This is an optimization exercise on Yosys and OpenROAD, whose aim is small area, not a production implementation.
Power is estimated from default activity; no workload was simulated.

== run A ==
==> flow/design.v <==
`default_nettype none
package pwm_pkg;
  localparam int DATA_W = 16;
  localparam int ADDR_W = 8;
  localparam int PWM_NUM  = 4;
  localparam int TACH_NUM = 2;
  localparam int TACH_PRE_W = 4;
  localparam int TACH_DIV_W = 11;
  localparam logic [ADDR_W-3:0] REG_PRESCALE     = 6'h00;
  localparam logic [ADDR_W-3:0] REG_PERIOD       = 6'h01;
  localparam logic [ADDR_W-3:0] REG_ENABLE       = 6'h02;
  localparam logic [ADDR_W-3:0] REG_POSEDGE_BASE = 6'h04;
  localparam logic [ADDR_W-3:0] REG_NEGEDGE_BASE = 6'h05;
  localparam logic [ADDR_W-3:0] REG_TACHPRESCALE = 6'h25;
  localparam logic [ADDR_W-3:0] REG_TACHSTATUS   = 6'h26;
  localparam logic [ADDR_W-3:0] REG_TACHIRQMASK  = 6'h27;
  localparam logic [ADDR_W-3:0] REG_TACHMODE     = 6'h28;
  localparam logic [ADDR_W-3:0] REG_TACHDUR_BASE = 6'h29;
endpackage
`default_nettype wire
`timescale 1ns/1ps
`default_nettype none
import pwm_pkg::*;
module pwm_core
(
  input  logic                PCLK,
  input  logic                PRESETN,
  input  logic                PSEL,
  input  logic                PENABLE,
  input  logic                PWRITE,
  input  logic [ADDR_W-1:0]   PADDR,
  input  logic [DATA_W-1:0]   PWDATA,
  output logic [DATA_W-1:0]   PRDATA,
  output logic                PREADY,
  output logic                PSLVERR,
  input  logic [TACH_NUM-1:0] TACHIN,
  output logic                TACHINT,
  output logic [PWM_NUM-1:0]  PWM
);
  function automatic logic cmp_chain(input logic [15:0] a,
                                     input logic [15:0] b,
                                     input logic        cin);
    logic c;
    c = cin;
    for (int i = 0; i < 16; i++)
      c = (a[i] & ~b[i]) | ((a[i] | ~b[i]) & c);
    cmp_chain = c;
  endfunction
  assign PREADY  = 1'b1;
  assign PSLVERR = 1'b0;
  logic [5:0]  word_idx;
  logic        wr_en;
  logic [15:0] wdata;    
  logic        rst;
  assign word_idx = PADDR[7:2];
  assign wr_en    = PSEL & PENABLE & PWRITE;
  assign rst      = ~PRESETN;
  assign wdata    = PWDATA & {16{PRESETN}};
  logic [15:0]      prescale;
  logic [15:0]      period;
  logic [3:0]       pwm_enable;
  logic [3:0][15:0] pwm_posedge;
  logic [3:0][15:0] pwm_negedge;
  logic [3:0]       edge_gt;        
  logic [3:0]       tach_prescale;
  logic [1:0]       tach_irq_mask;
  logic [1:0]       tach_mode;
  logic [1:0]       tach_status;
  logic [1:0][15:0] tach_dur;
  logic [1:0]       status_clear;
  function automatic logic wr_to(input logic [5:0] idx, input logic [5:0] w);
    wr_to = (idx == w);
  endfunction
  always_ff @(posedge PCLK)
  begin
    if (rst | (wr_en & wr_to(word_idx, REG_PRESCALE)))     prescale      <= wdata;
    if (rst | (wr_en & wr_to(word_idx, REG_PERIOD)))       period        <= wdata;
    if (rst | (wr_en & wr_to(word_idx, REG_ENABLE)))       pwm_enable    <= wdata[3:0];
    if (rst | (wr_en & wr_to(word_idx, REG_TACHPRESCALE))) tach_prescale <= wdata[3:0];
    if (rst | (wr_en & wr_to(word_idx, REG_TACHIRQMASK)))  tach_irq_mask <= wdata[1:0];
    if (rst | (wr_en & wr_to(word_idx, REG_TACHMODE)))     tach_mode     <= wdata[1:0];
  end
  logic [5:0]  rd_idx;
  logic [15:0] rd_data;
  assign rd_idx = {word_idx[5:1], word_idx[0] ^ PWRITE};
  function automatic logic [15:0] sel16(input logic [5:0] idx, input logic [5:0] w,
                                        input logic [15:0] v);
    sel16 = (idx == w) ? v : 16'h0000;
  endfunction
  assign rd_data = sel16(rd_idx, 6'h00, prescale)
                 | sel16(rd_idx, 6'h01, period)
                 | sel16(rd_idx, 6'h02, {12'h000, pwm_enable})
                 | sel16(rd_idx, 6'h04, pwm_posedge[0])
                 | sel16(rd_idx, 6'h05, pwm_negedge[0])
                 | sel16(rd_idx, 6'h06, pwm_posedge[1])
                 | sel16(rd_idx, 6'h07, pwm_negedge[1])
                 | sel16(rd_idx, 6'h08, pwm_posedge[2])
                 | sel16(rd_idx, 6'h09, pwm_negedge[2])
                 | sel16(rd_idx, 6'h0a, pwm_posedge[3])
                 | sel16(rd_idx, 6'h0b, pwm_negedge[3])
                 | sel16(rd_idx, 6'h25, {12'h000, tach_prescale})
                 | sel16(rd_idx, 6'h26, {14'h0000, tach_status})
                 | sel16(rd_idx, 6'h27, {14'h0000, tach_irq_mask})
                 | sel16(rd_idx, 6'h28, {14'h0000, tach_mode})
                 | sel16(rd_idx, 6'h29, tach_dur[0])
                 | sel16(rd_idx, 6'h2a, tach_dur[1]);
  assign PRDATA = rd_data;
  function automatic logic cmp_chain8(input logic [7:0] a,
                                      input logic [7:0] b,
                                      input logic       cin);
    logic c;
    c = cin;
    for (int i = 0; i < 8; i++)
      c = (a[i] & ~b[i]) | ((a[i] | ~b[i]) & c);
    cmp_chain8 = c;
  endfunction
  logic gt_new;
  logic gt_lo, gt_hi0, gt_hi1;
  assign gt_lo  = cmp_chain8(rd_data[7:0], PWDATA[7:0], ~word_idx[0]);
  assign gt_hi0 = cmp_chain8(rd_data[15:8], PWDATA[15:8], 1'b0);
  assign gt_hi1 = cmp_chain8(rd_data[15:8], PWDATA[15:8], 1'b1);
  assign gt_new = (gt_lo ? gt_hi1 : gt_hi0) ^ ~word_idx[0];
  for (genvar n = 0; n < 4; n++)
  begin : g_edge
    always_ff @(posedge PCLK)
    begin
      if (rst | (wr_en & wr_to(word_idx, 6'(4 + 2 * n)))) pwm_posedge[n] <= wdata;
      if (rst | (wr_en & wr_to(word_idx, 6'(5 + 2 * n)))) pwm_negedge[n] <= wdata;
      if (rst | (wr_en & (word_idx[5:1] == 5'(2 + n))))   edge_gt[n]     <= gt_new & PRESETN;
    end
  end
  assign status_clear = (wr_en & wr_to(word_idx, REG_TACHSTATUS)) ? PWDATA[1:0] : 2'b00;
  logic [15:0] pre_cnt;
  logic [15:0] period_cnt;
  logic        tick;
  logic        wrap;
  assign tick = cmp_chain(pre_cnt, prescale, 1'b1);
  assign wrap = tick & cmp_chain(period_cnt, period, 1'b1);
  always_ff @(posedge PCLK)
  begin
    if (rst | tick)
      pre_cnt <= '0;
    else
      pre_cnt <= pre_cnt + 1'b1;
    if (rst | wrap)
      period_cnt <= '0;
    else if (tick)
      period_cnt <= period_cnt + 1'b1;
  end
  logic [3:0] in_window;
  logic [3:0] after_pos;     
  logic [3:0] before_neg;    
  for (genvar n = 0; n < 4; n++)
  begin : g_win
    assign after_pos[n]  = cmp_chain(period_cnt, pwm_posedge[n], 1'b1);
    assign before_neg[n] = ~cmp_chain(period_cnt, pwm_negedge[n], 1'b1);
    assign in_window[n]  = edge_gt[n] ? (after_pos[n] | before_neg[n])
                                      : (after_pos[n] & before_neg[n]);
  end
  always_ff @(posedge PCLK)
    PWM <= pwm_enable & in_window & {4{PRESETN}};
  logic [10:0] div_cnt;
  logic [10:0] div_val;
  logic        tach_tick;
  always_comb
  begin
    for (int i = 0; i < 11; i++)
      div_val[i] = (tach_prescale > 4'(i));
  end
  assign tach_tick = (div_cnt == '0);
  always_ff @(posedge PCLK)
  begin
    if (rst | (|(div_cnt & ~div_val)) | (&(div_cnt | ~div_val)))
      div_cnt <= '0;
    else
      div_cnt <= div_cnt + 1'b1;
  end
  logic [1:0] update;
  logic [1:0] accept;
  assign accept = ~tach_mode | ~tach_status;
  for (genvar t = 0; t < 2; t++)
  begin : g_tach
    logic [1:0]  sync_q;
    logic        prev_q;
    logic        armed;
    logic        rise;
    logic [15:0] tick_cnt;
    assign rise      = sync_q[1] & ~prev_q;
    assign update[t] = rise & armed;
    always_ff @(posedge PCLK)
    begin
      sync_q <= {sync_q[0], TACHIN[t]} & {2{PRESETN}};
      prev_q <= sync_q[1] & PRESETN;
      armed  <= (armed | rise) & PRESETN;
      if (rise)
        tick_cnt <= '0;
      else if (tach_tick && (tick_cnt != '1))
        tick_cnt <= tick_cnt + 1'b1;
      if (rst | (update[t] & accept[t]))
        tach_dur[t] <= tick_cnt & {16{PRESETN}};
    end
  end
  always_ff @(posedge PCLK)
  begin
    tach_status <= (tach_status | (update & accept)) & ~status_clear & {2{PRESETN}};
    TACHINT     <= |(tach_status & tach_irq_mask) & PRESETN;
  end
endmodule
`default_nettype wire
Settings: LEC_CHECK=0, ABC_AREA=1, CAP_MARGIN=0, CORE_MARGIN=2, CORE_UTILIZATION=55, SLEW_MARGIN=0; clock period 10.0 ns.
standard.sh (not shown) runs the stock make flow with config.mk's settings and CLKGATE_MAP_FILE= SYNTH_SCRIPT=/design/flow/synth_recipe.tcl, a recipe that flattens the netlist after the stock synthesis.
==> flow/flow/run.sh <==
#!/bin/bash
set -euo pipefail
here=$(pwd)
rm -rf "$here/scripts_mod"
cp -r "$FLOW_HOME/scripts" "$here/scripts_mod"
cp "$here/flow/abc_area.script" "$here/scripts_mod/abc_area.script"
cts="-sink_clustering_enable -repair_clock_nets -buf_list sky130_fd_sc_hd__clkbuf_8"
cts="$cts -sink_clustering_size 18 -sink_clustering_max_diameter 90 -dont_use_dummy_load"
bash standard.sh SCRIPTS_DIR="$here/scripts_mod" \
  BUFFER_PORTS_ARGS="-buffer_cell sky130_fd_sc_hd__buf_1" \
  CTS_ARGS="$cts" \
  finish > "$here/make_flow.log" 2>&1
==> flow/flow/abc_area.script <==
strash
balance
rewrite
refactor
balance
rewrite
rewrite -z
balance
refactor -z
rewrite -z
balance
&get -n
&dch -f
&nf -R 1000 -p
&put
topo
Run A completed; timing, DRC and antenna clean
#### Input delta (run B over run A)
Settings: a change of CORE_UTILIZATION from 55 to 65.
### Flow results
Run B finished all stages; the layout is clean. Between run A and run B, the global-route usage is higher for run B. Looking at cell area after layout, run B sits below run A. Wire: run B routes less than run A. Changes observed in run B relative to run A: total power decreased by about 0.6% relative to the old numbers; global-route congestion overflow total closely matched the old numbers. Compared with run A, in run B initial antenna violation count essentially unchanged, complex-gate fraction of the synthesized area essentially unchanged, portion of the clock cycle consumed by the worst path in the final layout decreased 1.9 points, area of the die decreased 15%.
Here is what was changed in the inputs of run C compared with run B.
Settings: CORE_UTILIZATION: 65 -> 55.
--- a/flow/flow/run.sh
+++ b/flow/flow/run.sh
@@ -7,2 +7,2 @@
-cts="-sink_clustering_enable -repair_clock_nets -buf_list sky130_fd_sc_hd__clkbuf_8"
-cts="$cts -sink_clustering_size 18 -sink_clustering_max_diameter 90 -dont_use_dummy_load"
+cts="-sink_clustering_enable -repair_clock_nets -buf_list sky130_fd_sc_hd__clkbuf_4"
+cts="$cts -sink_clustering_size 9 -sink_clustering_max_diameter 40 -dont_use_dummy_load"
### Flow results
When the final numbers for run B and run C were put side by side, the part of the cycle the worst path needs turned out to be greater in run C. Global-route usage, run B and run C: lower on run C. Setup WNS run B -> run C: worse. Cell count: run C higher than run B. Looking at routed wire length across both flows, run C is the weaker of the two, with run B ahead. Count of filler cells inserted in the layout of run C exceeds that of run B by more than a quarter.
Changes in run D relative to run C:
--- a/flow/flow/run.sh
+++ b/flow/flow/run.sh
@@ -7,2 +7,2 @@
-cts="-sink_clustering_enable -repair_clock_nets -buf_list sky130_fd_sc_hd__clkbuf_4"
-cts="$cts -sink_clustering_size 9 -sink_clustering_max_diameter 40 -dont_use_dummy_load"
+cts="-sink_clustering_enable -repair_clock_nets -buf_list sky130_fd_sc_hd__clkbuf_8"
+cts="$cts -sink_clustering_size 16 -sink_clustering_max_diameter 80 -dont_use_dummy_load"
Findings:
Run D has count of clock buffers in the final design below what run C had.
Compared with run C, run D shows a fraction of power consumed by sequential logic that is 0.9 points higher.
~same clock-pin slew on the worst setup and hold paths in run C and run D
Run D against run C: wire length decreased 1.4%; share of total power in the clock network decreased 1.1 points.
No run of this note included a check of the RTL's function; only the layout flow was run.

## static timing again, ports no longer ideal
Ports are ideal in the flow. The routed layouts listed here were re-timed in OpenROAD.
Step 1 sets driving cells, clkbuf_16 on the clock port and buf_2 on the other inputs (assumed; they add their load-dependent delay and slew).
Step 2 also shifts input and output timing later by t, the mid clock arrival at the registers, as if the neighbouring blocks saw the same clock.
Slacks: no drivers / after step 1 / after step 2; pairs: no drivers / after step 1.
run	t (ns)	setup WS [ns]	latest minus earliest clock arrival (ns)
run A	0.591	1.753 / 1.770 / 1.179	0.051 / 0.051
run B	0.583	1.938 / 1.934 / 1.352	0.033 / 0.033
run C	0.704	1.848 / 1.868 / 1.164	0.064 / 0.063
run D	0.585	1.717 / 1.740 / 1.155	0.066 / 0.066
After both steps every run listed still meets setup and hold. For run C, which loses most, drivers alone change the setup slack by +0.020 ns; drivers and shift together by -0.684 ns.
